This is an optimization exercise on Yosys and OpenROAD, whose aim is small area, a short achievable clock period and few clock cycles per item, not a production implementation. RTL that was checked went through simulation tests only; none was proved equivalent to the original. Function not checked in runs 1 to 5: the RTL went through the layout flow alone.

==> flow/run.sh <==
#!/bin/bash
# synth_recipe.tcl (not shown) runs the flow's synth.tcl, then flattens the netlist and writes it again
# the make line also repeats each setting of config.mk as NAME=value (left out here)
make -C /OpenROAD-flow-scripts/flow DESIGN_CONFIG=/design/flow/config.mk WORK_HOME=/design/flow/orfs CLKGATE_MAP_FILE= SYNTH_SCRIPT=/design/flow/synth_recipe.tcl finish
==> flow/config.mk <==
export PLATFORM = sky130hd
export DESIGN_NAME = sad_disparity_core
export DESIGN_NICKNAME = sad_disparity_core
export VERILOG_FILES = /design/flow/design.v
export SDC_FILE = /design/flow/constraint.sdc
export NUM_CORES = 4
export LEC_CHECK = 0
export CAP_MARGIN = 20
export CORE_MARGIN = 2
export CORE_UTILIZATION = 40
export SLEW_MARGIN = 20
==> flow/constraint.sdc <==
create_clock -name core_clock -period 30.0 [get_ports {clk}]
set_input_delay 6.0000 -clock core_clock [delete_from_list [all_inputs] [get_ports {clk}]]
set_output_delay 6.0000 -clock core_clock [all_outputs]
set_load 0.01 [all_outputs]
==> flow/design.v <==
`timescale 1ns/1ps
`default_nettype none
module sad_disparity_core #(
    parameter int CAMERA_HSIZE   = 100,
    parameter int CAMERA_VSIZE   = 100,
    parameter int PIXEL_WIDTH    = 8,
    parameter int MAX_DISP       = 16,
    parameter int WIN_SIZE       = 5,
    parameter int BUF_ADDR_WIDTH = 32,
    parameter int DISP_WIDTH     = 4,
    localparam int COST_WIDTH    = PIXEL_WIDTH + $clog2(WIN_SIZE) + 1
) (
    input  logic                      clk,
    input  logic                      rst_n,
    input  logic                      frame_start,
    output logic [BUF_ADDR_WIDTH-1:0] buf_raddr,
    output logic                      buf_rready,
    input  logic                      buf_rvalid,
    input  logic [PIXEL_WIDTH-1:0]    buf_rdata_l,
    input  logic [PIXEL_WIDTH-1:0]    buf_rdata_r,
    output logic [DISP_WIDTH-1:0]     disp_out,
    output logic                      disp_valid,
    input  logic                      disp_ready,
    output logic                      sad_done
);
    localparam int PW      = PIXEL_WIDTH;
    localparam int NUM_PIX = CAMERA_HSIZE * CAMERA_VSIZE;
    localparam int AW      = $clog2(NUM_PIX);
    localparam int XW      = $clog2(CAMERA_HSIZE);
    localparam int SW      = $clog2(WIN_SIZE * ((1 << PW) - 1) + 1);   
    localparam int NRH     = MAX_DISP + WIN_SIZE;                       
    localparam int NLH     = WIN_SIZE + 1;                              
    localparam int CAP     = 6;                                         
    localparam int FD      = CAP - 1;                                   
    localparam int FPW     = $clog2(FD);
    localparam int FLN     = NRH + 1;                                   
    localparam int FLW     = $clog2(FLN + 1);
    logic [FLW-1:0]   fl_cnt;
    logic             flush;
    logic             running;
    logic             reading;
    logic             rr;
    logic [AW-1:0]    addr;
    logic [AW-1:0]    addr_inc;
    logic             addr_last;
    logic [2:0]       cnt;
    logic             iv;
    logic             done_q;
    assign flush      = (fl_cnt != FLW'(FLN));
    assign buf_rready = rr;
    assign buf_raddr  = BUF_ADDR_WIDTH'(addr);
    assign addr_last  = (addr == AW'(NUM_PIX - 1));
    assign addr_inc   = addr_last ? '0 : addr + 1'b1;
    assign sad_done   = done_q;
    logic [2:0] cnt_a, cnt_b;
    logic       cred_a, cred_b;      
    logic       rr_nb, rr_b;         
    logic       done_b;
    assign cnt_a  = cnt + iv;
    assign cnt_b  = cnt + iv - disp_valid;
    assign cred_a = (cnt_a <= 3'(CAP - 2));
    assign cred_b = (cnt_b <= 3'(CAP - 2));
    assign done_b = running & ~reading & ~iv & disp_valid & (cnt == 3'd1);
    always_comb begin
        logic cred;
        cred = disp_ready ? cred_b : cred_a;
        if (reading) begin
            rr_nb = cred & ~flush;
            rr_b  = cred & ~flush & ~addr_last;
        end else begin
            rr_nb = cred & ~flush & ~running & frame_start;
            rr_b  = rr_nb;
        end
    end
    always_ff @(posedge clk or negedge rst_n) begin
        if (!rst_n) begin
            fl_cnt  <= '0;
            running <= 1'b0;
            reading <= 1'b0;
            rr      <= 1'b0;
            addr    <= '0;
            cnt     <= '0;
            iv      <= 1'b0;
            done_q  <= 1'b0;
        end else begin
            if (flush) fl_cnt <= fl_cnt + 1'b1;
            if (buf_rvalid & rr) begin
                rr      <= rr_b;
                reading <= ~addr_last;
                addr    <= addr_inc;
                iv      <= 1'b1;
            end else begin
                rr      <= rr_nb;
                reading <= reading | (~running & frame_start);
                iv      <= 1'b0;
            end
            cnt     <= disp_ready ? cnt_b : cnt_a;
            done_q  <= disp_ready & done_b;
            if (done_q)                        running <= 1'b0;
            else if (~running & frame_start)   running <= 1'b1;
        end
    end
    logic [PW-1:0] iln, ir;
    always_ff @(posedge clk) begin
        iln <= flush ? '1 : ~buf_rdata_l;
        ir  <= flush ? '0 : buf_rdata_r;
    end
    logic [PW-1:0] lhn [NLH];
    logic [PW-1:0] rh  [NRH];
    logic          hist_en;
    assign hist_en = iv | flush;
    always_ff @(posedge clk) begin
        if (hist_en) begin
            lhn[0] <= iln;
            rh[0]  <= ir;
            for (int j = 1; j < NLH; j++) lhn[j] <= lhn[j-1];
            for (int j = 1; j < NRH; j++) rh[j]  <= rh[j-1];
        end
    end
    logic [MAX_DISP-1:0] sg1, sg2;
    always_ff @(posedge clk) begin
        for (int d = 0; d < MAX_DISP; d++) begin
            sg1[d] <= (((d == 0) ? ir : rh[(d == 0) ? 0 : d - 1]) < ~iln);
            sg2[d] <= (rh[d + WIN_SIZE - 1] < ~lhn[WIN_SIZE - 1]);
        end
    end
    logic          pend;              
    logic [SW-1:0] s  [MAX_DISP];
    logic [SW-1:0] s_nxt [MAX_DISP];
    logic          sv;
    logic [XW-1:0] scol;
    always_comb begin
        logic [PW-1:0] b, e, an, cn;
        logic [PW:0]   cy1, cy2;
        logic [PW-1:0] t1, t2, m1, m2;
        logic          s1, s2;
        logic [SW-1:0] y, z, sm, cr, q;
        logic [SW:0]   cf;
        an = lhn[0];
        cn = lhn[WIN_SIZE];
        for (int d = 0; d < MAX_DISP; d++) begin
            b  = rh[d];
            e  = rh[d + WIN_SIZE];
            s1 = sg1[d];
            s2 = sg2[d];
            cy1[0] = 1'b1;
            cy2[0] = 1'b1;
            for (int i = 0; i < PW; i++) begin
                t1[i]    = b[i] ^ an[i] ^ cy1[i];
                cy1[i+1] = (b[i] & an[i]) | (b[i] & cy1[i]) | (an[i] & cy1[i]);
                t2[i]    = e[i] ^ cn[i] ^ cy2[i];
                cy2[i+1] = (e[i] & cn[i]) | (e[i] & cy2[i]) | (cn[i] & cy2[i]);
            end
            m1 = t1 ^ {PW{s1}};
            m2 = t2 ^ {PW{~s2}};
            y  = SW'(m1);
            z  = {{(SW-PW){1'b1}}, m2};
            for (int i = 0; i < SW; i++) begin
                sm[i] = s[d][i] ^ y[i] ^ z[i];
                cr[i] = (s[d][i] & y[i]) | (s[d][i] & z[i]) | (y[i] & z[i]);
            end
            q = {cr[SW-2:0], s1};
            cf[0] = ~s2;
            for (int i = 0; i < SW; i++) begin
                s_nxt[d][i] = sm[i] ^ q[i] ^ cf[i];
                cf[i+1]     = (sm[i] & q[i]) | (sm[i] & cf[i]) | (q[i] & cf[i]);
            end
        end
    end
    always_ff @(posedge clk or negedge rst_n) begin
        if (!rst_n) begin
            for (int d = 0; d < MAX_DISP; d++) s[d] <= '0;
            pend <= 1'b0;
            sv   <= 1'b0;
            scol <= XW'(CAMERA_HSIZE - 1);
        end else begin
            pend <= iv;
            sv   <= pend;
            if (pend) begin
                for (int d = 0; d < MAX_DISP; d++) s[d] <= s_nxt[d];
                scol <= (scol == XW'(CAMERA_HSIZE - 1)) ? '0 : scol + 1'b1;
            end
        end
    end
    logic [MAX_DISP-1:0] vd;       
    always_comb begin
        for (int d = 0; d < MAX_DISP; d++) vd[d] = (int'(scol) >= d + WIN_SIZE - 1);
    end
    logic [SW-1:0] w1v [8];
    logic          w1i [8];
    logic [SW-1:0] w2v [4];
    logic [1:0]    w2i [4];
    logic [SW-1:0] w3v [2];
    logic [2:0]    w3i [2];
    always_comb begin
        logic sel;
        for (int k = 0; k < 8; k++) begin
            sel    = vd[2*k+1] & (s[2*k+1] < s[2*k]);
            w1v[k] = sel ? s[2*k+1] : s[2*k];
            w1i[k] = sel;
        end
        for (int j = 0; j < 4; j++) begin
            sel    = vd[4*j+2] & (w1v[2*j+1] < w1v[2*j]);
            w2v[j] = sel ? w1v[2*j+1] : w1v[2*j];
            w2i[j] = sel ? {1'b1, w1i[2*j+1]} : {1'b0, w1i[2*j]};
        end
        for (int i = 0; i < 2; i++) begin
            sel    = vd[8*i+4] & (w2v[2*i+1] < w2v[2*i]);
            w3v[i] = sel ? w2v[2*i+1] : w2v[2*i];
            w3i[i] = sel ? {1'b1, w2i[2*i+1]} : {1'b0, w2i[2*i]};
        end
    end
    logic [SW-1:0] av [2];
    logic [2:0]    ai [2];
    logic          a_v8;
    logic          a_vld;
    always_ff @(posedge clk) begin
        for (int i = 0; i < 2; i++) begin
            av[i] <= w3v[i];
            ai[i] <= w3i[i];
        end
        a_v8 <= vd[8];
    end
    always_ff @(posedge clk or negedge rst_n) begin
        if (!rst_n) a_vld <= 1'b0;
        else        a_vld <= sv;
    end
    logic [DISP_WIDTH-1:0] pd;
    logic [SW-1:0]         pc;
    always_comb begin
        logic s4;
        s4 = a_v8 & (av[1] < av[0]);
        pd = DISP_WIDTH'(s4 ? {1'b1, ai[1]} : {1'b0, ai[0]});
        pc = s4 ? av[1] : av[0];
    end
    localparam int OW = DISP_WIDTH;
    logic [OW-1:0] pword;
    assign pword = pd;
    logic [OW-1:0]  fifo [FD];
    logic [FPW-1:0] wp, rp;
    logic [FPW:0]   fcnt;
    logic           f_empty;
    logic [OW-1:0]  oword;
    assign f_empty = (fcnt == '0);
    always_ff @(posedge clk) begin
        if (a_vld) fifo[wp] <= pword;
    end
    function automatic logic [FPW-1:0] ptr_inc(input logic [FPW-1:0] p, input logic en);
        if (!en)                      ptr_inc = p;
        else if (p == FPW'(FD - 1))   ptr_inc = '0;
        else                          ptr_inc = p + 1'b1;
    endfunction
    logic [FPW-1:0] rp_0, rp_1, wp_0, wp_1;
    logic [FPW:0]   fcnt_0, fcnt_1;
    logic           dv_0, dv_1;
    logic [OW-1:0]  ow_0, ow_1;
    always_comb begin
        logic load0, take0, push0, take1, push1;
        logic [OW-1:0] head;
        head  = f_empty ? pword : fifo[rp];
        take1 = ~f_empty;
        push1 = a_vld & ~f_empty;
        load0 = ~disp_valid;
        take0 = load0 & ~f_empty;
        push0 = a_vld & ~(load0 & f_empty);
        rp_1   = ptr_inc(rp, take1);
        rp_0   = ptr_inc(rp, take0);
        wp_1   = ptr_inc(wp, push1);
        wp_0   = ptr_inc(wp, push0);
        fcnt_1 = fcnt + (FPW+1)'(push1) - (FPW+1)'(take1);
        fcnt_0 = fcnt + (FPW+1)'(push0) - (FPW+1)'(take0);
        dv_1   = ~f_empty | a_vld;
        dv_0   = disp_valid | ~f_empty | a_vld;
        ow_1   = head;
        ow_0   = disp_valid ? oword : head;
    end
    always_ff @(posedge clk or negedge rst_n) begin
        if (!rst_n) begin
            wp         <= '0;
            rp         <= '0;
            fcnt       <= '0;
            disp_valid <= 1'b0;
        end else begin
            wp         <= disp_ready ? wp_1   : wp_0;
            rp         <= disp_ready ? rp_1   : rp_0;
            fcnt       <= disp_ready ? fcnt_1 : fcnt_0;
            disp_valid <= disp_ready ? dv_1   : dv_0;
        end
    end
    always_ff @(posedge clk) begin
        oword <= disp_ready ? ow_1 : ow_0;
    end
    assign disp_out  = oword;
endmodule
`default_nettype wire
==> summary.md, run 1 <==
| Metric | Value |
|---|---|
| Filler cell count | `9906` |
| Total CTS buffers | `68` |
| Hold Path Class | `register to register` |
| Grt ovf | `0` |
| IO buf count | `41` |
| Max clock buf depth | `3` |
| Final net count | `4637` |
| H-tree depth | `3` |
| Post-DP HPWL | `85390 um` |
| Setup WS pre-CTS | `22.08 ns` |
| Post-CTS Hold Buffers | `0` |
| Slew HR | `25.93%` |
| Worst-margin pin slew | `1.110 ns` |
| Total wire length | `110300 um` |
| FMAX | `0.1302 GHz` |
| Ports | `60` |
| Diodes inserted | `0` |
| Chip height | `331.2 um` |
| Cell Rows | `120` |
| Worst path bufs/invs | `1` |
| RePlAce Congestion | `0.8703` |
| Post-synth EDFFs | `240` |
| Crit-path leading delay family | `buffers and inverters` |
| Clock latency (worst-skew pair) | `0.64 ns` |
| Ys Warns | `13` |
| Die footprint | `109700 um2` |
| Yosys top cell area share | `22.53%` |
| CP Capture Type | `primary output` |
| Vias in the first global route | `27010` |
| Initial Utilization | `40.18%` |
| Cell Area, Synth | `42830 um2` |
| Setup WS post-layout | `22.32 ns` |
| Final Hold Viols | `0` |
| Die width | `331.2 um` |
| Cells after synthesis | `3683` |
| Postcts setup bufs | `0` |
| Area Overhead vs Synth | `9.689%` |
| Register bit total from synthesis | `541` |
| Worst Skew | `0.03592 ns` |
| Unrepaired setup endpoints after global routing | `no` |
| Clock root buffer master | `clkbuf_16` |
| Post-cts resize count | `0` |
| Setup violations, final | `0` |
| Initial DRC Count | `2059` |
| Final Util | `44.08%` |
| Vias/cell | `5.073` |
| Commonest cells post-synth | `inv_1, fa_1, ha_1` |
| Via Count | `26190` |
| Cell chain of the critical path | `clkdlybuf4s50_1` |
| Crit Path Category | `register to primary output` |
| Min cycle time layout | `7.679 ns` |
| CTS tree | `done` |
| Clock Sinks | `541` |
| CP max stage delay | `0.58 ns` |
| Total track usage | `20.38%` |
| Total negative slack | `0 ns` |
| CP max-delay cell | `clkdlybuf4s50_1` |
| Initial antenna violation count | `1` |
| Antenna viol nets, final | `0` |
| Ys flop type | `edfxtp_1` |
| Status | `complete, no violations` |
| Sequential share of the synthesized area | `33.52%` |
| Core area | `106600 um2` |
| First-pass GRT wire length | `168900 um` |
| Count leader, synth | `inv_1` |
| Crit-path max FO | `6` |
| CP Data Arrival Time | `1.68 ns` |
| Worst-path clk slew | `0.06 ns` |
| Worst Path Required | `24.00 ns` |
| Synth area leader | `fa_1` |
| Mapped Avg Cell Area | `11.63 um2` |
| Largest net degree at the start of global routing | `140` |
| Leading post-synthesis cells by cell area | `fa_1, edfxtp_1, dfrtp_1` |
| Layout cells sized above 1 | `5.186%` |
| Fin. max-slew vios | `0` |
| Detailed Routing Iterations Pass 1 | `5` |
| Drc violations | `0` |
| Maxcap violations | `0` |
| Wirelength per Cell | `21.35 um` |
| Synth unique cells | `77` |
| Post-synth ARST share | `41.40%` |
| Worst Setup Start Kind | `register` |
| Final worst-path cycle share | `25.60%` |
==> per-layer routing <==
layer | vias up | part of all wire [%] | GRT usage, %
li1 | 12270 | - | -
met1 | 13110 | 46 | 28.75
met2 | 656 | 45 | 31.35
met3 | 157 | 5.8 | 4.040
met4 | 0 | 3.2 | 7.073
met5 | - | 0 | 0
==> cell families (layout without fill, tap and decap cells) <==
family / Yosys count / after routing / share of synthesized area (%)
mux: 148 / 148 / 3.672
buf+inv: 634 / 694 / 5.792
simple gates: 446 / 446 / 4.869
flops: 541 / 541 / 33.52
other cells: 1 / 18 / 0.008755
xor+xnor: 376 / 376 / 7.688
compound gates: 628 / 628 / 9.450
fa+ha+maj: 909 / 909 / 35.00
==> registers in the layout, indices dropped and copies added (netlist names), 14 cells and up <==
register and count:
av 22, s 176, rh 168, sg1 16, fifo 20, lhn 48
sg2 16, addr 14
==> final timing paths <==
| check | start | to | slack [ns] | cells after the start |
|---|---|---|---|---|
| max | disp_valid | disp_valid | 22.32 | 1 |
| min | sv | a_vld | 0.36 | 0 |
| max reg2reg | scol[1] | ai[1][0] | 22.62 | 25 |
| min reg2reg | sv | a_vld | 0.36 | 0 |
| max in group asynchronous | rst_n | s[14][8] | 23.25 | 2 |
| min in group asynchronous | rst_n | addr[2] | 5.35 | 1 |
==> placed cells by master, fill, tap and decap left out, types with 8 or more instances in the layout <==
cell | netlist | layout
nand3_1 | 21 | 21
clkdlybuf4s50_1 | 0 | 40
xor2_1 | 156 | 156
and2_1 | 13 | 13
inv_2 | 1 | 8
a22oi_1 | 11 | 11
fa_1 | 482 | 482
o311ai_1 | 9 | 9
conb_1 | 1 | 18
o211ai_1 | 18 | 18
mux2i_1 | 111 | 111
nand2_1 | 96 | 96
nand2b_1 | 45 | 44
clkinv_2 | 0 | 11
buf_4 | 22 | 23
mux2_1 | 10 | 10
a21oi_1 | 220 | 220
dfrtp_1 | 220 | 219
o21a_1 | 170 | 170
a21o_1 | 36 | 36
mux2_2 | 23 | 23
inv_1 | 503 | 496
nor2b_1 | 11 | 11
edfxtp_1 | 240 | 240
dfxtp_1 | 77 | 75
ha_1 | 427 | 427
clkbuf_1 | 91 | 16
o21ai_0 | 88 | 87
clkbuf_8 | 0 | 10
nand4_1 | 17 | 17
a211oi_1 | 17 | 17
xnor2_1 | 220 | 220
and3_1 | 19 | 19
a31oi_1 | 10 | 10
clkbuf_16 | 0 | 73
nor2_1 | 193 | 193
==> stage by stage <==
step | area, um2 | hold WS [ns] | cells
after floorplan | 42900 | 0.3312 | 3700
after global placement | 44680 | 0.3340 | 5038
after detailed placement | 44680 | 0.3484 | 5038
after CTS | 46940 | 0.3616 | 5161
after global routing | 46990 | 0.3750 | 5163
final | 46990 | 0.3565 | 5163
==> final cells by class <==
cell class / instances / area (um2) / area share [%]
Clock buffer: 100 / 2029 / 4.319
Timing Repair Buffer: 67 / 646.9 / 1.377
Clock inverter: 23 / 230.2 / 0.4900
Inverter: 504 / 1892 / 4.026
Tap cell: 1403 / 1755 / 3.736
Sequential cell: 541 / 14370 / 30.57
Multi-Input combinational cell: 2525 / 26070 / 55.48
==> run 2: changes to the inputs <==
==> flow/flow/run.sh (new file) <==
#!/bin/bash
# The standard layout (standard.sh, all ORFS steps unchanged) with one difference:
# the buffers that global placement puts on every input and output port are
# sky130_fd_sc_hd__buf_4 instead of the delay cell buffer_ports picks by default.
# make's full output goes to standard.log; each ORFS step keeps its own log under orfs/logs.
set -euo pipefail
export BUFFER_PORTS_ARGS="-buffer_cell sky130_fd_sc_hd__buf_4"
bash standard.sh > standard.log 2>&1
==> flow/standard.sh (new file) <==
#!/bin/bash
# synth_recipe.tcl (not shown) runs the flow's synth.tcl, then flattens the netlist and writes it again
# the make line also repeats each setting of config.mk as NAME=value (left out here)
make -C /OpenROAD-flow-scripts/flow DESIGN_CONFIG=/design/flow/config.mk WORK_HOME=/design/flow/orfs CLKGATE_MAP_FILE= SYNTH_SCRIPT=/design/flow/synth_recipe.tcl "${@:-finish}"
removed: flow/run.sh
==> summary.md, run 2 <==
| Metric | Value |
|---|---|
| Status | `complete, no violations` |
| Via Count | `26120 (-0.29%)` |
| Total negative slack | `0 ns (unchanged)` |
| Final net count | `4637 (unchanged)` |
| Antenna viol nets, final | `0 (unchanged)` |
| Chip height | `331.2 um (unchanged)` |
| Ys flop type | `edfxtp_1` |
| Filler cell count | `9863 (-0.43%)` |
| Die width | `331.2 um (unchanged)` |
| Clock latency (worst-skew pair) | `0.64 ns (about the same)` |
| Drc violations | `0 (unchanged)` |
| Initial DRC Count | `2159 (+4.9%)` |
| CP Capture Type | `register` |
| Total wire length | `110700 um (+0.40%)` |
| IO buf count | `41 (unchanged)` |
| RePlAce Congestion | `0.8653 (-0.57%)` |
| Largest net degree at the start of global routing | `152 (+8.6%)` |
| Final Hold Viols | `0 (unchanged)` |
| Worst Setup Start Kind | `register` |
| Register bit total from synthesis | `541 (unchanged)` |
| Clock root buffer master | `clkbuf_16` |
| Max clock buf depth | `3 (unchanged)` |
| Ports | `60 (unchanged)` |
| Mapped Avg Cell Area | `11.63 um2 (unchanged)` |
| Synth area leader | `fa_1` |
| Clock Sinks | `541 (unchanged)` |
| Biggest regs | `s: 176 flops, rh: 168 flops, lhn: 48 flops` |
| Vias/cell | `5.054 (-0.37%)` |
| Cell Area, Synth | `42830 um2 (unchanged)` |
| Crit Path Category | `register to register` |
| Grt ovf | `0 (unchanged)` |
| FMAX | `0.1371 GHz (+5.3%)` |
| CTS tree | `done` |
| Layout cells sized above 1 | `6.298% (+1.1 points)` |
| Crit-path max FO | `14 (+8)` |
| Setup violations, final | `0 (unchanged)` |
| Post-CTS Hold Buffers | `0 (unchanged)` |
| Fin. max-slew vios | `0 (unchanged)` |
| Commonest cells post-synth | `inv_1, fa_1, ha_1` |
| Vias in the first global route | `27160 (+0.56%)` |
| Worst-margin pin slew | `1.167 ns (+0.05763 ns)` |
| Final instance area | `47010 um2 (about the same)` |
| Worst Path Required | `30.49 ns (+6.49 ns)` |
| Complex-gate fraction of the synthesized area | `9.449% (unchanged)` |
| Unrepaired setup endpoints after global routing | `no` |
| Core area | `106600 um2 (unchanged)` |
| Synth Area in Simple Gates | `4.869% (unchanged)` |
| Commonest cells after routing, fill and taps aside | `inv_1, fa_1, ha_1, edfxtp_1` |
| Area Overhead vs Synth | `9.756% (about the same)` |
| Maxcap violations | `0 (unchanged)` |
| CP Data Arrival Time | `7.79 ns (+6.11 ns)` |
| Mux cell area share after synthesis | `3.672% (unchanged)` |
| Commonest non-fill, non-tap cell in the layout | `inv_1` |
| Synth Area in Adders | `35.00% (unchanged)` |
| Initial antenna violation count | `0 (-1)` |
| Cells after synthesis | `3683 (unchanged)` |
| Largest register FFs | `176 (unchanged)` |
| H-tree depth | `3 (unchanged)` |
| Worst Skew | `0.03572 ns (-0.0001982 ns)` |
| Xor/xnor cell area share of the yosys netlist | `7.688% (unchanged)` |
| Most flop-heavy register | `s` |
| Total CTS buffers | `69 (+1.5%)` |
| Post-cts resize count | `0 (unchanged)` |
| Die footprint | `109700 um2 (unchanged)` |
| Post-synth ARST share | `41.40% (unchanged)` |
| Slew HR | `22.08% (-3.8 points)` |
| First-pass GRT wire length | `171500 um (+1.5%)` |
| Sequential share of the synthesized area | `33.52% (unchanged)` |
| Post-DP HPWL | `85370 um (about the same)` |
| Detailed Routing Iterations Pass 1 | `5 (unchanged)` |
| Main combinational cell family by area after synthesis | `adder cells` |
| Ys Warns | `13 (unchanged)` |
| Worst-path clk slew | `0.06 ns (about the same)` |
| Hold Worst Slack | `0.3469 ns (-0.009637 ns)` |
| Min cycle time layout | `7.296 ns (-0.3832 ns)` |
| Count leader, synth | `inv_1` |
| Initial Utilization | `40.18% (unchanged)` |
| Yosys top cell area share | `22.53% (unchanged)` |
| Hold Path Class | `register to register` |
| Wirelength per Cell | `21.42 um (+0.32%)` |
| Total track usage | `20.53% (+0.15 points)` |
| Final worst-path cycle share | `24.32% (-1.3 points)` |
| Leading post-synthesis cells by cell area | `fa_1, edfxtp_1, dfrtp_1` |
| Dpl cell area | `44600 um2 (-0.19%)` |
| Post-synth EDFFs | `240 (unchanged)` |
| Synth unique cells | `77 (unchanged)` |
| Cell Rows | `120 (unchanged)` |
| Postcts setup bufs | `0 (unchanged)` |
==> run 2: cell counts after synthesis <==
No cell type changed its count.
==> run 2: through the flow <==
step / instances / util (%) / worst slack (ns)
2_1_floorplan: 3700 / - / 23.03
4_1_cts: 5166 / 44.10 / 22.70
5_1_grt: 5166 / 44.10 / 22.13
3_5_place_dp: 5039 / 41.84 / 22.55
3_3_place_gp: 5038 / 41.82 / 22.54
6_report: 5167 / 44.10 / 22.70
==> run 2: routing by layer <==
metal,part of all wire [%],routed length (um),GRT usage (%)
met5,0,0,0
met4,2.8,3089,6.150
met3,5.4,5981,3.508
met2,45,49400,31.68
met1,47,52220,29.64
==> run 2: final cells by class <==
type	count	area (um2)	share of cell area (%)
Timing Repair Buffer	66	526.8	1.120
Sequential cell	541	14360	30.55
Inverter	504	1892	4.024
Clock buffer	93	1951	4.149
Antenna cell	1	2.502	0.005323
Multi-Input combinational cell	2525	26070	55.44
Clock inverter	34	456.7	0.9714
Tap cell	1403	1755	3.734
==> run 2: worst max-delay path, cell delays in order (launching register included) <==
cell and delay [ns]:
dfrtp_1 0.37, inv_1 0.12, ha_1 0.26, a21o_1 0.16, a31oi_1 0.16, o21ai_1 0.18
a2111oi_4 0.55, buf_4 0.33, mux2i_1 0.49, ha_1 0.34, and4_1 0.19, and3_1 0.21
and3_1 0.36, a211oi_1 0.72, buf_4 0.27, a22oi_1 0.09, o311ai_1 0.15, ha_1 0.32
a21o_1 0.19, a21o_1 0.18, a21o_1 0.17, a21oi_1 0.15, o21ai_0 0.11, a211oi_1 0.27
a31oi_2 0.42, mux2_2 0.41
==> run 2: path summary, 6_finish.rpt <==
check                       endpoint  startpoint  slack (ns)  cells after the start
hold reg to reg                a_vld          sv        0.35                      0
min in group asynchronous    addr[7]       rst_n        5.33                      1
max in group asynchronous  s[13][10]       rst_n       23.17                      2
hold / removal                 a_vld          sv        0.35                      0
setup reg to reg            ai[1][0]     s[8][2]       22.70                     25
setup / recovery            ai[1][0]     s[8][2]       22.70                     25
==> run 2: kinds of logic after synthesis <==
group / after synthesis
fa+ha+maj: 909
buf+inv: 634
compound gates: 628
flops: 541
simple gates: 446
xor+xnor: 376
mux: 148
other cells: 1
==> run 3: changes to the inputs <==
--- a/flow/design.v
+++ b/flow/design.v
@@ -190,8 +190,6 @@
     logic          w1i [8];
     logic [SW-1:0] w2v [4];
     logic [1:0]    w2i [4];
-    logic [SW-1:0] w3v [2];
-    logic [2:0]    w3i [2];
     always_comb begin
         logic sel;
         for (int k = 0; k < 8; k++) begin
@@ -204,22 +202,19 @@
             w2v[j] = sel ? w1v[2*j+1] : w1v[2*j];
             w2i[j] = sel ? {1'b1, w1i[2*j+1]} : {1'b0, w1i[2*j]};
         end
-        for (int i = 0; i < 2; i++) begin
-            sel    = vd[8*i+4] & (w2v[2*i+1] < w2v[2*i]);
-            w3v[i] = sel ? w2v[2*i+1] : w2v[2*i];
-            w3i[i] = sel ? {1'b1, w2i[2*i+1]} : {1'b0, w2i[2*i]};
-        end
-    end
-    logic [SW-1:0] av [2];
-    logic [2:0]    ai [2];
-    logic          a_v8;
+    end
+    logic [SW-1:0] av [4];
+    logic [1:0]    ai [4];
+    logic          a_v4, a_v8, a_v12;
     logic          a_vld;
     always_ff @(posedge clk) begin
-        for (int i = 0; i < 2; i++) begin
-            av[i] <= w3v[i];
-            ai[i] <= w3i[i];
-        end
-        a_v8 <= vd[8];
+        for (int j = 0; j < 4; j++) begin
+            av[j] <= w2v[j];
+            ai[j] <= w2i[j];
+        end
+        a_v4  <= vd[4];
+        a_v8  <= vd[8];
+        a_v12 <= vd[12];
     end
     always_ff @(posedge clk or negedge rst_n) begin
         if (!rst_n) a_vld <= 1'b0;
@@ -228,10 +223,18 @@
     logic [DISP_WIDTH-1:0] pd;
     logic [SW-1:0]         pc;
     always_comb begin
-        logic s4;
-        s4 = a_v8 & (av[1] < av[0]);
-        pd = DISP_WIDTH'(s4 ? {1'b1, ai[1]} : {1'b0, ai[0]});
-        pc = s4 ? av[1] : av[0];
+        logic          s3a, s3b, s4;
+        logic [SW-1:0] v3a, v3b;
+        logic [2:0]    i3a, i3b;
+        s3a = a_v4  & (av[1] < av[0]);
+        s3b = a_v12 & (av[3] < av[2]);
+        v3a = s3a ? av[1] : av[0];
+        v3b = s3b ? av[3] : av[2];
+        i3a = s3a ? {1'b1, ai[1]} : {1'b0, ai[0]};
+        i3b = s3b ? {1'b1, ai[3]} : {1'b0, ai[2]};
+        s4  = a_v8 & (v3b < v3a);
+        pd  = DISP_WIDTH'(s4 ? {1'b1, i3b} : {1'b0, i3a});
+        pc  = s4 ? v3b : v3a;
     end
     localparam int OW = DISP_WIDTH;
     logic [OW-1:0] pword;
==> summary.md, run 3 <==
| Metric | Value |
|---|---|
| Status | `complete, no violations` |
| CTS tree | `done` |
| RePlAce Congestion | `0.8826 (+2.0%)` |
| Hold_sp | `sv` |
| Hold EP | `a_vld` |
| R2R Path End | `s[4][10]` |
| Setup WS pre-CTS | `21.62 ns (-0.9347 ns)` |
| Postcts setup bufs | `0 (unchanged)` |
| Final Util | `44.28% (+0.17 points)` |
| Setup WS post-layout | `22.42 ns (-0.2855 ns)` |
| R2R depth | `20 (-20%)` |
| IO buf count | `41 (unchanged)` |
| Largest net degree at the start of global routing | `177 (+16%)` |
| FMAX | `0.1319 GHz (-3.8%)` |
| Ys flop type | `edfxtp_1` |
| RR Startpoint | `lhn[5][0]` |
| Initial DRC Count | `2037 (-5.7%)` |
| Commonest cells after routing, fill and taps aside | `inv_1, fa_1, ha_1, edfxtp_1, a21oi_1` |
| Via Count | `26540 (+1.6%)` |
| Core area | `107400 um2 (+0.70%)` |
| Maxcap violations | `0 (unchanged)` |
| Unrepaired setup endpoints after global routing | `no` |
| Initial antenna violation count | `0 (unchanged)` |
| Crit-path max FO | `113 (+99)` |
| First-pass GRT wire length | `169400 um (-1.2%)` |
| Crit Path Category | `input port to asynchronous set/reset pin` |
| Worst Setup Start Kind | `input port` |
| Final net count | `4723 (+1.9%)` |
| Met1 Resource Use GR | `29.45% (-0.19 points)` |
| Total negative slack | `0 ns (unchanged)` |
| Max clock buf depth | `3 (unchanged)` |
| Post-CTS Hold Buffers | `0 (unchanged)` |
| Biggest regs | `s: 176 flops, rh: 168 flops, lhn: 48 flops` |
| Post-route insts no fill | `5249 (+1.6%)` |
| Count leader, synth | `inv_1` |
| Detailed Routing Iterations Pass 1 | `8 (+3)` |
| Final instance area | `47530 um2 (+1.1%)` |
| Post-synth ARST share | `39.51% (-1.9 points)` |
| Ports | `60 (unchanged)` |
| Register bit total from synthesis | `567 (+4.8%)` |
| Chip height | `333.6 um (+0.71%)` |
| Post-cts resize count | `0 (unchanged)` |
| Ys Warns | `11 (-2)` |
| Total wire length | `110100 um (-0.52%)` |
| R2R Setup Slk | `23.15 ns (+0.45 ns)` |
| Commonest cells post-synth | `inv_1, fa_1, ha_1` |
| Reg area | `14880 um2 (+3.6%)` |
| Die footprint | `111300 um2 (+1.4%)` |
| Critical path startpoint | `rst_n` |
| Fin. max-slew vios | `0 (unchanged)` |
| Post-DP HPWL | `85320 um (about the same)` |
| Initial Utilization | `40.48% (+0.30 points)` |
| Final Hold Viols | `0 (unchanged)` |
| Post-synth EDFFs | `240 (unchanged)` |
| Leading post-synthesis cells by cell area | `fa_1, edfxtp_1, dfrtp_1` |
| Global routing's busiest layer | `met2` |
| Wirelength per Cell | `20.98 um (-2.1%)` |
| Placed insts | `5124 (+1.7%)` |
| Cell Area, Synth | `43450 um2 (+1.4%)` |
| Vias in the first global route | `27000 (-0.58%)` |
| CP Capture Type | `asynchronous set/reset pin` |
| Met3 track demand over resource | `3.169% (-0.34 points)` |
| Worst-path clk slew | `0.05 ns (about the same)` |
| Antenna viol nets, final | `0 (unchanged)` |
| Final worst-path cycle share | `25.27% (+0.95 points)` |
| Mapped Avg Cell Area | `11.57 um2 (-0.53%)` |
| Clock latency (worst-skew pair) | `0.63 ns (about the same)` |
| Most flop-heavy register | `s` |
| Total CTS buffers | `69 (unchanged)` |
| Die width | `333.6 um (+0.71%)` |
| Setup violations, final | `0 (unchanged)` |
| Worst Path Required | `30.70 ns (+0.21 ns)` |
| Area Overhead vs Synth | `9.381%` |
| Commonest non-fill, non-tap cell in the layout | `inv_1` |
| Vias/cell | `5.056 (about the same)` |
| Multi-input logic area | `26070 um2 (about the same)` |
| Largest register FFs | `176 (unchanged)` |
| Synth unique cells | `73 (-5.2%)` |
| Worst-margin pin slew | `1.244 ns (+0.07672 ns)` |
| Yosys top cell area share | `22.21% (-0.32 points)` |
| Hold depth | `0 (unchanged)` |
| CP Data Arrival Time | `8.28 ns (+0.49 ns)` |
| Drc violations | `0 (unchanged)` |
| Hold Path Class | `register to register` |
| Worst Skew | `0.03092 ns (-0.004796 ns)` |
| Cell Rows | `120 (unchanged)` |
| Clock Sinks | `567 (+4.8%)` |
| Dpl cell area | `45280 um2 (+1.5%)` |
| Slew HR | `17.07% (-5.0 points)` |
| H-tree depth | `3 (unchanged)` |
| Filler cell count | `9889 (+0.26%)` |
| Total track usage | `20.13% (-0.41 points)` |
| Sequential share of the synthesized area | `34.24% (+0.72 points)` |
| Grt ovf | `0 (unchanged)` |
| Min cycle time layout | `7.581 ns (+0.2855 ns)` |
| GR Layer Usage met2 | `31.02% (-0.66 points)` |
| Layout cells sized above 1 | `6.344% (+0.046 points)` |
| Cells after synthesis | `3756 (+2.0%)` |
| Synth area leader | `fa_1` |
| Diodes inserted | `0 (-1)` |
| Hold Worst Slack | `0.3554 ns (+0.008550 ns)` |
| Clock root buffer master | `clkbuf_16` |
## run 3: cells by family (layout without fill, tap and decap cells)
kind of cell	after synthesis	in the layout	synth area share, %
AOI/OAI and AO/OA	642	642	9.502
xor gates and xnor gates	368	368	7.417
adders and majority gates	909	909	34.50
buffers and inverters	654	727	5.983
DFF	567	567	34.24
muxes	136	136	3.308
other	1	18	0.008630
and+or+nand+nor	479	479	5.039
## run 3: worst max path at each step
stage | end | cells after the start
6_report | s[10][10] | 3
5_1_grt | s[10][4] | 3
4_1_cts | s[15][0] | 3
3_5_place_dp | s[10][0] | 3
3_3_place_gp | s[10][2] | 3
2_1_floorplan | addr[11] | 6
## run 3: cell type report
cell class / instances / area share (%)
clock buffers: 94 / 4.112
repair buffers: 83 / 1.361
inverters: 520 / 4.107
multi-input cells: 2552 / 54.84
clock inverters: 30 / 0.5765
flip-flops and latches: 567 / 31.31
well taps: 1403 / 3.693
## run 3: per-layer routing
metal	part of all wire, %	vias to the layer above
li1	-	12560
met1	48	13230
met2	45	588
met3	5.2	160
met4	2.4	0
met5	0	-
## run 3: worst max-delay path, stage by stage
cell and delay, ns:
buf_8 0.61, buf_4 0.86, buf_4 0.63
==> run 4: changes to the inputs <==
--- a/flow/config.mk
+++ b/flow/config.mk
@@ -8,4 +8,6 @@
 export CAP_MARGIN = 20
 export CORE_MARGIN = 2
 export CORE_UTILIZATION = 40
+export CTS_CLUSTER_DIAMETER = 70
+export CTS_CLUSTER_SIZE = 24
 export SLEW_MARGIN = 20
==> summary.md, run 4 <==
| Metric | Value |
|---|---|
| Area Overhead vs Synth | `8.419%` |
| Final worst-path cycle share | `25.24% (-0.027 points)` |
| Vias/cell | `5.059 (about the same)` |
| Initial antenna violation count | `0 (unchanged)` |
| Grt ovf | `0 (unchanged)` |
| Setup WS pre-CTS | `21.62 ns (unchanged)` |
| Min cycle time layout | `7.573 ns (-0.008200 ns)` |
| Total CTS buffers | `47 (-32%)` |
| Unrepaired setup endpoints after global routing | `no` |
| Slew HR | `16.97% (-0.10 points)` |
| Hold EP | `a_vld` |
| Crit-path leading delay family | `buffers and inverters` |
| Total wire length | `109000 um (-0.98%)` |
| Final net count | `4701 (-0.47%)` |
| R2R Setup Slk | `23.12 ns (-0.03 ns)` |
| Crit Path Category | `input port to asynchronous set/reset pin` |
| Sequential share of the synthesized area | `34.24% (unchanged)` |
| CP max-delay cell | `buf_4` |
| Max clock buf depth | `3 (unchanged)` |
| Commonest cells post-synth | `inv_1, fa_1, ha_1` |
| Total negative slack | `0 ns (unchanged)` |
| Final Hold Viols | `0 (unchanged)` |
| Wirelength per Cell | `20.92 um (-0.29%)` |
| Setup violations, final | `0 (unchanged)` |
| Commonest non-fill, non-tap cell in the layout | `inv_1` |
| Maxcap violations | `0 (unchanged)` |
| Via Count | `26380 (-0.61%)` |
| Hold Worst Slack | `0.3600 ns (+0.004626 ns)` |
| Detailed Routing Iterations Pass 1 | `5 (-3)` |
| Clock Sinks | `567 (unchanged)` |
| Setup WS post-layout | `22.43 ns (+0.008200 ns)` |
| Worst path bufs/invs | `3 (unchanged)` |
| Hold_sp | `sv` |
| Biggest regs | `s: 176 flops, rh: 168 flops, lhn: 48 flops` |
| FMAX | `0.1321 GHz (+0.11%)` |
| Diodes inserted | `0 (unchanged)` |
| Top cell by count, worst path | `buf_4` |
| Chip height | `333.6 um (unchanged)` |
| RR Startpoint | `lhn[5][0]` |
| Die width | `333.6 um (unchanged)` |
| Largest net degree at the start of global routing | `177 (unchanged)` |
| First-pass GRT wire length | `168100 um (-0.75%)` |
| Placed insts | `5124 (unchanged)` |
| Cell Area, Synth | `43450 um2 (unchanged)` |
| Ports | `60 (unchanged)` |
| Leading post-synthesis cells by cell area | `fa_1, edfxtp_1, dfrtp_1` |
| Layout cells sized above 1 | `5.958% (-0.39 points)` |
| Clock root buffer master | `clkbuf_16` |
| Post-route insts no fill | `5213 (-0.69%)` |
| Count leader, synth | `inv_1` |
| R2R depth | `19 (-5.0%)` |
| Cell Rows | `120 (unchanged)` |
| Postcts setup bufs | `0 (unchanged)` |
| CP max stage delay | `0.85 ns (about the same)` |
| Cells after synthesis | `3756 (unchanged)` |
| Worst-margin pin slew | `1.245 ns (+0.001539 ns)` |
| Initial DRC Count | `1989 (-2.4%)` |
| Filler cell count | `9934 (+0.46%)` |
| Clock latency (worst-skew pair) | `0.64 ns (about the same)` |
| Hold Path Class | `register to register` |
| Worst-path clk slew | `0.07 ns (+0.02 ns)` |
| Largest register FFs | `176 (unchanged)` |
| Post-CTS Hold Buffers | `0 (unchanged)` |
| Post-synth EDFFs | `240 (unchanged)` |
| Register bit total from synthesis | `567 (unchanged)` |
| CTS tree | `done` |
| Post-DP HPWL | `85320 um (unchanged)` |
| Initial Utilization | `40.48% (unchanged)` |
| Worst Setup Start Kind | `input port` |
| RePlAce Congestion | `0.8826 (unchanged)` |
| Critical path startpoint | `rst_n` |
| Synth unique cells | `73 (unchanged)` |
| Ys flop type | `edfxtp_1` |
| Yosys top cell area share | `22.21% (unchanged)` |
| CP Data Arrival Time | `8.27 ns (about the same)` |
| CP Capture Type | `asynchronous set/reset pin` |
| Worst Skew | `0.04646 ns (+0.01554 ns)` |
| Most flop-heavy register | `s` |
| Synth area leader | `fa_1` |
| Drc violations | `0 (unchanged)` |
| Ys Warns | `11 (unchanged)` |
| Worst Path Required | `30.70 ns (about the same)` |
| Crit-path max FO | `113 (unchanged)` |
| Antenna viol nets, final | `0 (unchanged)` |
| Status | `complete, no violations` |
| Post-cts resize count | `0 (unchanged)` |
| Vias in the first global route | `26790 (-0.80%)` |
| Cell chain of the critical path | `buf_8, buf_4, buf_4` |
| Commonest cells after routing, fill and taps aside | `inv_1, fa_1, ha_1, edfxtp_1, a21oi_1` |
| R2R Path End | `s[12][10]` |
| Mapped Avg Cell Area | `11.57 um2 (unchanged)` |
| H-tree depth | `2 (-1)` |
| Hold depth | `0 (unchanged)` |
| IO buf count | `41 (unchanged)` |
| Post-synth ARST share | `39.51% (unchanged)` |
| Fin. max-slew vios | `0 (unchanged)` |
| Total track usage | `19.92% (-0.20 points)` |
| Core area | `107400 um2 (unchanged)` |
| Die footprint | `111300 um2 (unchanged)` |
[run 4: per-stage QoR]
step,utilization [%],instance area [um2]
after global routing,43.89,47110
after floorplan,-,43520
final,43.89,47110
after global placement,42.18,45280
after detailed placement,42.18,45280
after CTS,43.87,47090
[run 4: worst max-delay path by stage]
| stage | end | slack (ns) | depth (start not counted) |
|---|---|---|---|
| final | s[12][3] | 22.43 | 3 |
| after CTS | s[12][3] | 22.30 | 3 |
| after global placement | s[10][2] | 21.64 | 3 |
| after floorplan | addr[11] | 23.06 | 6 |
| after detailed placement | s[10][0] | 21.62 | 3 |
| after global routing | s[12][9] | 22.02 | 3 |
[run 4: layout make-up]
class	count	area [um2]	area share, %
clock buffer	51	1255	2.664
clock inverter	37	555.5	1.179
inverter	520	1952	4.143
multi-input combinational	2552	26070	55.32
sequential	567	14880	31.59
tap	1403	1755	3.726
timing repair buffer	83	646.9	1.373
[run 4: logic make-up after synthesis]
| kind of cell | synth area share (%) |
|---|---|
| multiplexers | 3.308 |
| buffers and inverters | 5.983 |
| AO/OA/AOI/OAI | 9.502 |
| AND/OR/NAND/NOR | 5.039 |
| flip-flops | 34.24 |
| XOR/XNOR | 7.417 |
| other | 0.008630 |
| adder cells (fa/ha/maj) | 34.50 |
[run 4: worst register-to-register path, stage by stage, from the launching register on]
cell and delay, ns:
edfxtp_1 0.37, inv_1 0.85, ha_1 0.32, fa_1 0.42, xnor2_1 0.39, fa_1 0.52
fa_1 0.46, fa_1 0.39, fa_1 0.39, fa_1 0.39, fa_1 0.39, fa_1 0.39
fa_1 0.38, inv_1 0.08, fa_1 0.18, inv_1 0.06, fa_1 0.37, xor2_1 0.13
nand2_1 0.08, xnor2_1 0.16
[run 4: per-layer routing]
layer	share of wire [%]	GRT usage, %	vias to the layer above	wire, um
met5	0	0	-	0
li1	-	-	12510	-
met3	5.1	2.866	144	5575
met2	45	30.82	580	48950
met4	2.4	5.054	0	2658
met1	48	29.34	13140	51860
==> run 5: changes to the inputs <==
--- a/flow/design.v
+++ b/flow/design.v
@@ -120,8 +120,8 @@
     logic [MAX_DISP-1:0] sg1, sg2;
     always_ff @(posedge clk) begin
         for (int d = 0; d < MAX_DISP; d++) begin
-            sg1[d] <= (((d == 0) ? ir : rh[(d == 0) ? 0 : d - 1]) < ~iln);
-            sg2[d] <= (rh[d + WIN_SIZE - 1] < ~lhn[WIN_SIZE - 1]);
+            sg1[d] <= ~(~iln < ((d == 0) ? ir : rh[(d == 0) ? 0 : d - 1]));
+            sg2[d] <= ~(~lhn[WIN_SIZE - 1] < rh[d + WIN_SIZE - 1]);
         end
     end
     logic          pend;              
@@ -143,8 +143,8 @@
             e  = rh[d + WIN_SIZE];
             s1 = sg1[d];
             s2 = sg2[d];
-            cy1[0] = 1'b1;
-            cy2[0] = 1'b1;
+            cy1[0] = 1'b0;
+            cy2[0] = 1'b0;
             for (int i = 0; i < PW; i++) begin
                 t1[i]    = b[i] ^ an[i] ^ cy1[i];
                 cy1[i+1] = (b[i] & an[i]) | (b[i] & cy1[i]) | (an[i] & cy1[i]);
@@ -159,8 +159,8 @@
                 sm[i] = s[d][i] ^ y[i] ^ z[i];
                 cr[i] = (s[d][i] & y[i]) | (s[d][i] & z[i]) | (y[i] & z[i]);
             end
-            q = {cr[SW-2:0], s1};
-            cf[0] = ~s2;
+            q = {cr[SW-2:0], ~s1};
+            cf[0] = s2;
             for (int i = 0; i < SW; i++) begin
                 s_nxt[d][i] = sm[i] ^ q[i] ^ cf[i];
                 cf[i+1]     = (sm[i] & q[i]) | (sm[i] & cf[i]) | (q[i] & cf[i]);
==> summary.md, run 5 <==
| Metric | Value |
|---|---|
| Status | `complete, no violations` |
| Total wire length | `110100 um (+0.98%)` |
| CP max-delay cell | `dfrtp_1` |
| Clock root buffer master | `clkbuf_16` |
| Final Hold Viols | `0 (unchanged)` |
| Antenna viol nets, final | `0 (unchanged)` |
| Min cycle time layout | `7.308 ns (-0.2652 ns)` |
| Maxcap violations | `0 (unchanged)` |
| Post-cts resize count | `0 (unchanged)` |
| Core area | `107400 um2 (unchanged)` |
| Via Count | `26650 (+1.0%)` |
| Reg area | `14880 um2 (unchanged)` |
| IO buf count | `41 (unchanged)` |
| Layout cells sized above 1 | `5.219% (-0.74 points)` |
| Detailed Routing Iterations Pass 1 | `5 (unchanged)` |
| Ports | `60 (unchanged)` |
| Vias/cell | `5.017 (-0.84%)` |
| Post-synth EDFFs | `240 (unchanged)` |
| Sequential share of the synthesized area | `34.31% (+0.070 points)` |
| RePlAce Congestion | `0.8806 (-0.23%)` |
| Largest net degree at the start of global routing | `157 (-11%)` |
| Cells after synthesis | `3857 (+2.7%)` |
| Setup WS post-layout | `22.69 ns (+0.2652 ns)` |
| Yosys top cell area share | `22.25% (+0.045 points)` |
| R2R Setup Slk | `23.35 ns (+0.23 ns)` |
| Commonest non-fill, non-tap cell in the layout | `inv_1` |
| Setup WS pre-CTS | `22.13 ns (+0.5182 ns)` |
| Worst Skew | `0.06003 ns (+0.01357 ns)` |
| CP Capture Type | `primary output` |
| Worst Setup Start Kind | `register` |
| Ys Warns | `11 (unchanged)` |
| CP Data Arrival Time | `1.31 ns (-6.96 ns)` |
| Unrepaired setup endpoints after global routing | `no` |
| Count leader, synth | `inv_1` |
| Fin. max-slew vios | `0 (unchanged)` |
| Worst Path Required | `24.00 ns (-6.70 ns)` |
| Final net count | `4796 (+2.0%)` |
| Wirelength per Cell | `20.73 um (-0.90%)` |
| Final worst-path cycle share | `24.36% (-0.88 points)` |
| CTS tree | `done` |
| Commonest cells post-synth | `inv_1, fa_1, ha_1` |
| Cell Rows | `120 (unchanged)` |
| FMAX | `0.1368 GHz (+3.6%)` |
| Leading post-synthesis cells by cell area | `fa_1, edfxtp_1, dfrtp_1` |
| Area Overhead vs Synth | `8.783%` |
| Total negative slack | `0 ns (unchanged)` |
| CP max stage delay | `0.46 ns (-0.39 ns)` |
| Crit Path Category | `register to primary output` |
| Grt ovf | `0 (unchanged)` |
| Drc violations | `0 (unchanged)` |
| Max clock buf depth | `3 (unchanged)` |
| Initial DRC Count | `1830 (-8.0%)` |
| Multi-input logic area | `25920 um2 (-0.57%)` |
| Setup violations, final | `0 (unchanged)` |
| Crit-path max FO | `8 (-93%)` |
| Total track usage | `20.34% (+0.42 points)` |
| Post-DP HPWL | `84990 um (-0.39%)` |
| Postcts setup bufs | `0 (unchanged)` |
| Die width | `333.3 um (-0.10%)` |
| Cell chain of the critical path | `buf_4` |
| Initial antenna violation count | `1 (+1)` |
| Worst path bufs/invs | `1 (-2)` |
| Chip height | `333.3 um (-0.10%)` |
| Post-route insts no fill | `5312 (+1.9%)` |
| Synth unique cells | `81 (+11%)` |
| Diodes inserted | `0 (unchanged)` |
| Synth area leader | `fa_1` |
| Most flop-heavy register | `s` |
| Die footprint | `111100 um2 (-0.20%)` |
| Post-synth ARST share | `39.51% (unchanged)` |
| Clock latency (worst-skew pair) | `0.70 ns (+0.06 ns)` |
| H-tree depth | `2 (unchanged)` |
| Placed insts | `5216 (+1.8%)` |
| Crit-path leading delay family | `flip-flops` |
| Ys flop type | `edfxtp_1` |
| Register bit total from synthesis | `567 (unchanged)` |
| Slew HR | `28.46% (+11 points)` |
| Largest register FFs | `176 (unchanged)` |
| Final instance area | `47170 um2 (+0.13%)` |
| Vias in the first global route | `27190 (+1.5%)` |
| Dpl cell area | `45150 um2 (-0.30%)` |
| Post-CTS Hold Buffers | `0 (unchanged)` |
| Biggest regs | `s: 176 flops, rh: 168 flops, lhn: 48 flops` |
| Filler cell count | `9939 (+0.050%)` |
| Total CTS buffers | `51 (+8.5%)` |
| Worst-path clk slew | `0.08 ns (about the same)` |
| Worst-margin pin slew | `1.063 ns (-0.1821 ns)` |
| Mapped Avg Cell Area | `11.24 um2 (-2.8%)` |
| First-pass GRT wire length | `170100 um (+1.2%)` |
| Hold Path Class | `register to register` |
| Commonest cells after routing, fill and taps aside | `inv_1, fa_1, ha_1, a21oi_1, nor2_1` |
| Cell Area, Synth | `43370 um2 (-0.20%)` |
| Clock Sinks | `567 (unchanged)` |
| Initial Utilization | `40.40% (-0.083 points)` |
[run 5: cell types whose count changed after synthesis, sizes merged, moves of 31 or more]
cell	before	now
nand2b	13	49
inv	520	551
o21a	160	41
a21oi	220	303
a211oi	50	11
nor2	163	289
nand2	171	106
a21boi	3	35
[run 5: final cells by class]
cell class | instances | area share (%)
multi-input combinational | 2627 | 54.94
clock buffer | 51 | 2.705
clock inverter | 45 | 1.575
sequential | 567 | 31.55
inverter | 551 | 4.384
timing repair buffer | 68 | 1.125
tap | 1403 | 3.721
[run 5: cells by family (layout without fill, tap and decap cells)]
group	Yosys count	count (layout)	synth area share [%]
adders and majority gates	909	909	34.57
buffers and inverters	680	715	6.140
AOI/OAI and AO/OA	630	630	8.497
and+or+nand+nor	591	591	6.348
other	1	18	0.008647
muxes	109	109	2.652
xor gates and xnor gates	370	370	7.473
DFF	567	567	34.31
[run 5: worst paths after layout]
kind                                      to  cells past startpoint      start
worst min-delay path                   a_vld                      0         sv
worst max-delay path            buf_raddr[7]                      1    addr[7]
max in group asynchronous               pend                      2      rst_n
worst max register to register     s[14][10]                     20  lhn[0][0]
worst min register to register         a_vld                      0         sv
min in group asynchronous          fl_cnt[2]                      1      rst_n
[run 5: per-stage QoR]
stage / hold slack [ns] / util (%)
6_report: 0.3548 / 43.94
5_1_grt: 0.3735 / 43.94
4_1_cts: 0.3605 / 43.93
3_5_place_dp: 0.3410 / 42.05
3_3_place_gp: 0.3360 / 42.05
2_1_floorplan: 0.3312 / -
[run 5: metal layers]
metal | vias up | GRT usage, % | part of all wire [%]
li1 | 12660 | - | -
met1 | 13290 | 29.22 | 47
met2 | 566 | 32.29 | 46
met3 | 138 | 2.907 | 5.1
met4 | 0 | 5.324 | 2.5
met5 | - | 0 | 0
==> run 6: changes to the inputs <==
--- a/flow/design.v
+++ b/flow/design.v
@@ -78,7 +78,6 @@
             running <= 1'b0;
             reading <= 1'b0;
             rr      <= 1'b0;
-            addr    <= '0;
             cnt     <= '0;
             iv      <= 1'b0;
             done_q  <= 1'b0;
@@ -87,7 +86,6 @@
             if (buf_rvalid & rr) begin
                 rr      <= rr_b;
                 reading <= ~addr_last;
-                addr    <= addr_inc;
                 iv      <= 1'b1;
             end else begin
                 rr      <= rr_nb;
@@ -100,6 +98,10 @@
             else if (~running & frame_start)   running <= 1'b1;
         end
     end
+    always_ff @(posedge clk) begin
+        if (flush)                addr <= '0;
+        else if (buf_rvalid & rr) addr <= addr_inc;
+    end
     logic [PW-1:0] iln, ir;
     always_ff @(posedge clk) begin
         iln <= flush ? '1 : ~buf_rdata_l;
@@ -167,19 +169,21 @@
             end
         end
     end
+    always_ff @(posedge clk) begin
+        for (int d = 0; d < MAX_DISP; d++) begin
+            if (flush)     s[d] <= '0;
+            else if (pend) s[d] <= s_nxt[d];
+        end
+    end
     always_ff @(posedge clk or negedge rst_n) begin
         if (!rst_n) begin
-            for (int d = 0; d < MAX_DISP; d++) s[d] <= '0;
             pend <= 1'b0;
             sv   <= 1'b0;
             scol <= XW'(CAMERA_HSIZE - 1);
         end else begin
             pend <= iv;
             sv   <= pend;
-            if (pend) begin
-                for (int d = 0; d < MAX_DISP; d++) s[d] <= s_nxt[d];
-                scol <= (scol == XW'(CAMERA_HSIZE - 1)) ? '0 : scol + 1'b1;
-            end
+            if (pend) scol <= (scol == XW'(CAMERA_HSIZE - 1)) ? '0 : scol + 1'b1;
         end
     end
     logic [MAX_DISP-1:0] vd;       
--- a/flow/config.mk
+++ b/flow/config.mk
@@ -5,6 +5,7 @@
 export SDC_FILE = /design/flow/constraint.sdc
 export NUM_CORES = 4
 export LEC_CHECK = 0
+export ABC_AREA = 1
 export CAP_MARGIN = 20
 export CORE_MARGIN = 2
 export CORE_UTILIZATION = 40
==> summary.md, run 6 <==
| Metric | Value |
|---|---|
| Total negative slack | `0 ns (unchanged)` |
| Post-DP HPWL | `90060 um (+6.0%)` |
| Fin. max-slew vios | `0 (unchanged)` |
| Area Overhead vs Synth | `7.979%` |
| Detailed Routing Iterations Pass 1 | `5 (unchanged)` |
| R2R Setup Slk | `23.21 ns (-0.14 ns)` |
| CP Data Arrival Time | `1.28 ns (-0.03 ns)` |
| Commonest cells post-synth | `nand2_1, inv_1, fa_1` |
| Multi-input logic area | `26370 um2 (+1.7%)` |
| Max clock buf depth | `3 (unchanged)` |
| Cells after synthesis | `4591 (+19%)` |
| Chip height | `335.2 um (+0.58%)` |
| Reg area | `13930 um2 (-6.4%)` |
| Setup violations, final | `0 (unchanged)` |
| Grt ovf | `0 (unchanged)` |
| Clock root buffer master | `clkbuf_16` |
| Largest register FFs | `176 (unchanged)` |
| Worst Path Required | `24.00 ns (about the same)` |
| Initial Utilization | `40.31% (-0.089 points)` |
| Mapped Avg Cell Area | `9.557 um2 (-15%)` |
| Synth unique cells | `55 (-32%)` |
| Unrepaired setup endpoints after global routing | `no` |
| Post-cts resize count | `0 (unchanged)` |
| Clock Sinks | `567 (unchanged)` |
| H-tree depth | `2 (unchanged)` |
| First-pass GRT wire length | `181300 um (+6.6%)` |
| Total track usage | `21.15% (+0.80 points)` |
| Post-synth ARST share | `5.996% (-34 points)` |
| Total CTS buffers | `50 (-2.0%)` |
| Hold_sp | `sv` |
| CP max stage delay | `0.46 ns (about the same)` |
| Postcts setup bufs | `0 (unchanged)` |
| Initial DRC Count | `2385 (+30%)` |
| Count leader, synth | `nand2_1` |
| Clock latency (worst-skew pair) | `0.68 ns (-0.02 ns)` |
| Core area | `108900 um2 (+1.4%)` |
| Via Count | `30240 (+13%)` |
| Diodes inserted | `0 (unchanged)` |
| Vias in the first global route | `30170 (+11%)` |
| Filler cell count | `10300 (+3.6%)` |
| Ys flop type | `dfxtp_1` |
| Synth area leader | `fa_1` |
| CP max-delay cell | `dfxtp_1` |
| RR Startpoint | `lhn[0][0]` |
| Worst-margin pin slew | `1.033 ns (-0.03043 ns)` |
| Ys Warns | `11 (unchanged)` |
| Largest net degree at the start of global routing | `146 (-7.0%)` |
| Status | `complete, no violations` |
| IO buf count | `41 (unchanged)` |
| Biggest regs | `s: 176 flops, rh: 168 flops, lhn: 48 flops` |
| CP Capture Type | `primary output` |
| Most flop-heavy register | `s` |
| FMAX | `0.1374 GHz (+0.40%)` |
| Commonest non-fill, non-tap cell in the layout | `nand2_1` |
| Die footprint | `112400 um2 (+1.2%)` |
| Cell Area, Synth | `43870 um2 (+1.2%)` |
| Initial antenna violation count | `0 (-1)` |
| Worst Setup Start Kind | `register` |
| RePlAce Congestion | `0.8956 (+1.7%)` |
| Post-synth EDFFs | `240 (unchanged)` |
| Final Hold Viols | `0 (unchanged)` |
| Hold depth | `0 (unchanged)` |
| Sequential share of the synthesized area | `31.75% (-2.6 points)` |
| R2R depth | `22 (+10%)` |
| Total wire length | `115900 um (+5.3%)` |
| Hold EP | `a_vld` |
| Leading post-synthesis cells by cell area | `fa_1, edfxtp_1, dfxtp_1` |
| Layout cells sized above 1 | `4.270% (-0.95 points)` |
| Post-CTS Hold Buffers | `0 (unchanged)` |
| R2R Path End | `s[11][10]` |
| Cell Rows | `121 (+0.83%)` |
| Crit-path leading delay family | `flip-flops` |
| Wirelength per Cell | `19.23 um (-7.2%)` |
| Ports | `60 (unchanged)` |
| Crit-path max FO | `6 (-2)` |
| Critical path startpoint | `addr[9]` |
| Vias/cell | `5.016 (about the same)` |
| Antenna viol nets, final | `0 (unchanged)` |
| Crit Path Category | `register to primary output` |
| Worst Skew | `0.04427 ns (-0.01576 ns)` |
| Drc violations | `0 (unchanged)` |
| Hold Worst Slack | `0.3564 ns (+0.001616 ns)` |
| Final net count | `5502 (+15%)` |
| Hold Path Class | `register to register` |
| Commonest cells after routing, fill and taps aside | `nand2_1, inv_1, fa_1, ha_1` |
| Worst path bufs/invs | `1 (unchanged)` |
| CTS tree | `done` |
| Register bit total from synthesis | `567 (unchanged)` |
| Min cycle time layout | `7.279 ns (-0.02910 ns)` |
| Worst-path clk slew | `0.08 ns (about the same)` |
| Maxcap violations | `0 (unchanged)` |
| Die width | `335.2 um (+0.58%)` |
| Yosys top cell area share | `21.99% (-0.26 points)` |
| Slew HR | `31.14% (+2.7 points)` |
| Final worst-path cycle share | `24.26% (-0.097 points)` |
| Cell chain of the critical path | `buf_4` |
[run 6: cell families (layout without fill, tap and decap cells)]
kind of cell	count (synthesis)	in the layout	synth area share, %
adder cells (fa/ha/maj)	909	909	34.17
AO/OA/AOI/OAI	597	597	7.406
buffers and inverters	937	943	8.313
AND/OR/NAND/NOR	1236	1236	11.47
multiplexers	6	6	0.1426
flip-flops	567	567	31.75
other	1	18	0.008547
XOR/XNOR	338	338	6.747
[run 6: final cells by class]
class / instances / share of cell area (%)
Sequential cell: 567 / 29.40
Tap cell: 1414 / 3.734
Clock buffer: 57 / 2.873
Multi-Input combinational cell: 3104 / 55.66
Inverter: 783 / 6.241
Clock inverter: 37 / 1.014
Timing Repair Buffer: 66 / 1.072
[run 6: how the worst max path moves through the flow]
stage | endpoint | cells after the start
after floorplan | addr[10] | 6
final | buf_raddr[9] | 1
after global routing | disp_valid | 1
after global placement | addr[10] | 6
after CTS | disp_valid | 1
after detailed placement | addr[10] | 6
[run 6: stage by stage]
step	instances	cell area, um2	setup WS, ns	util (%)
after detailed placement	5934	45530	22.50	41.83
after global routing	6028	47380	22.64	43.52
after global placement	5934	45530	22.49	41.83
final	6028	47380	22.72	43.52
after CTS	6028	47380	22.66	43.52
after floorplan	4608	43940	22.84	-
[run 6: routing by layer]
metal / track usage (%) / wire length, um
met1: 29.95 / 53050
met4: 5.830 / 3317
met2: 33.26 / 52470
met5: 0 / 0
met3: 3.702 / 7055
Testbench counts of run 6, summed over its fixed seeds: cycles 120,164, pixels 120,000.

afterwards: timing with drivers on the ports:
No port has a modelled driver above. Below, the same layouts with a new extraction and two added sets of constraints.
Step 1 assumes that a clkbuf_16 drives the clock port and a buf_2 every other input.
Step 2 moves the port delays by t, midway between the first and last clock arrival at a register: inputs arrive t later, outputs are due t later. That takes back most of the time a late clock gives input paths.
Slacks: ideal ports / drivers / drivers and shift; pairs: ideal ports / drivers.
| run | shift t [ns] | setup WS [ns] | worst hold slack (ns) | clock arrival spread, ns |
|---|---|---|---|---|
| run 1 | 0.690 | 22.321 / 22.254 / 22.086 | 0.356 / 0.356 / 0.356 | 0.037 / 0.037 |
| run 2 | 0.692 | 22.705 / 22.673 / 22.499 | 0.347 / 0.347 / 0.347 | 0.037 / 0.038 |
| run 3 | 0.686 | 22.419 / 22.440 / 21.754 | 0.355 / 0.355 / 0.355 | 0.031 / 0.031 |
| run 4 | 0.694 | 22.427 / 22.450 / 21.757 | 0.360 / 0.360 / 0.360 | 0.057 / 0.057 |
| run 5 | 0.740 | 22.692 / 22.620 / 22.246 | 0.355 / 0.355 / 0.355 | 0.066 / 0.067 |
| run 6 | 0.720 | 22.722 / 22.655 / 22.469 | 0.356 / 0.356 / 0.356 | 0.044 / 0.044 |
After both steps every run listed still meets setup and hold. For run 4, which loses most, drivers alone change the setup slack by +0.023 ns; drivers and shift together by -0.670 ns. Setup slack includes reset recovery checks.
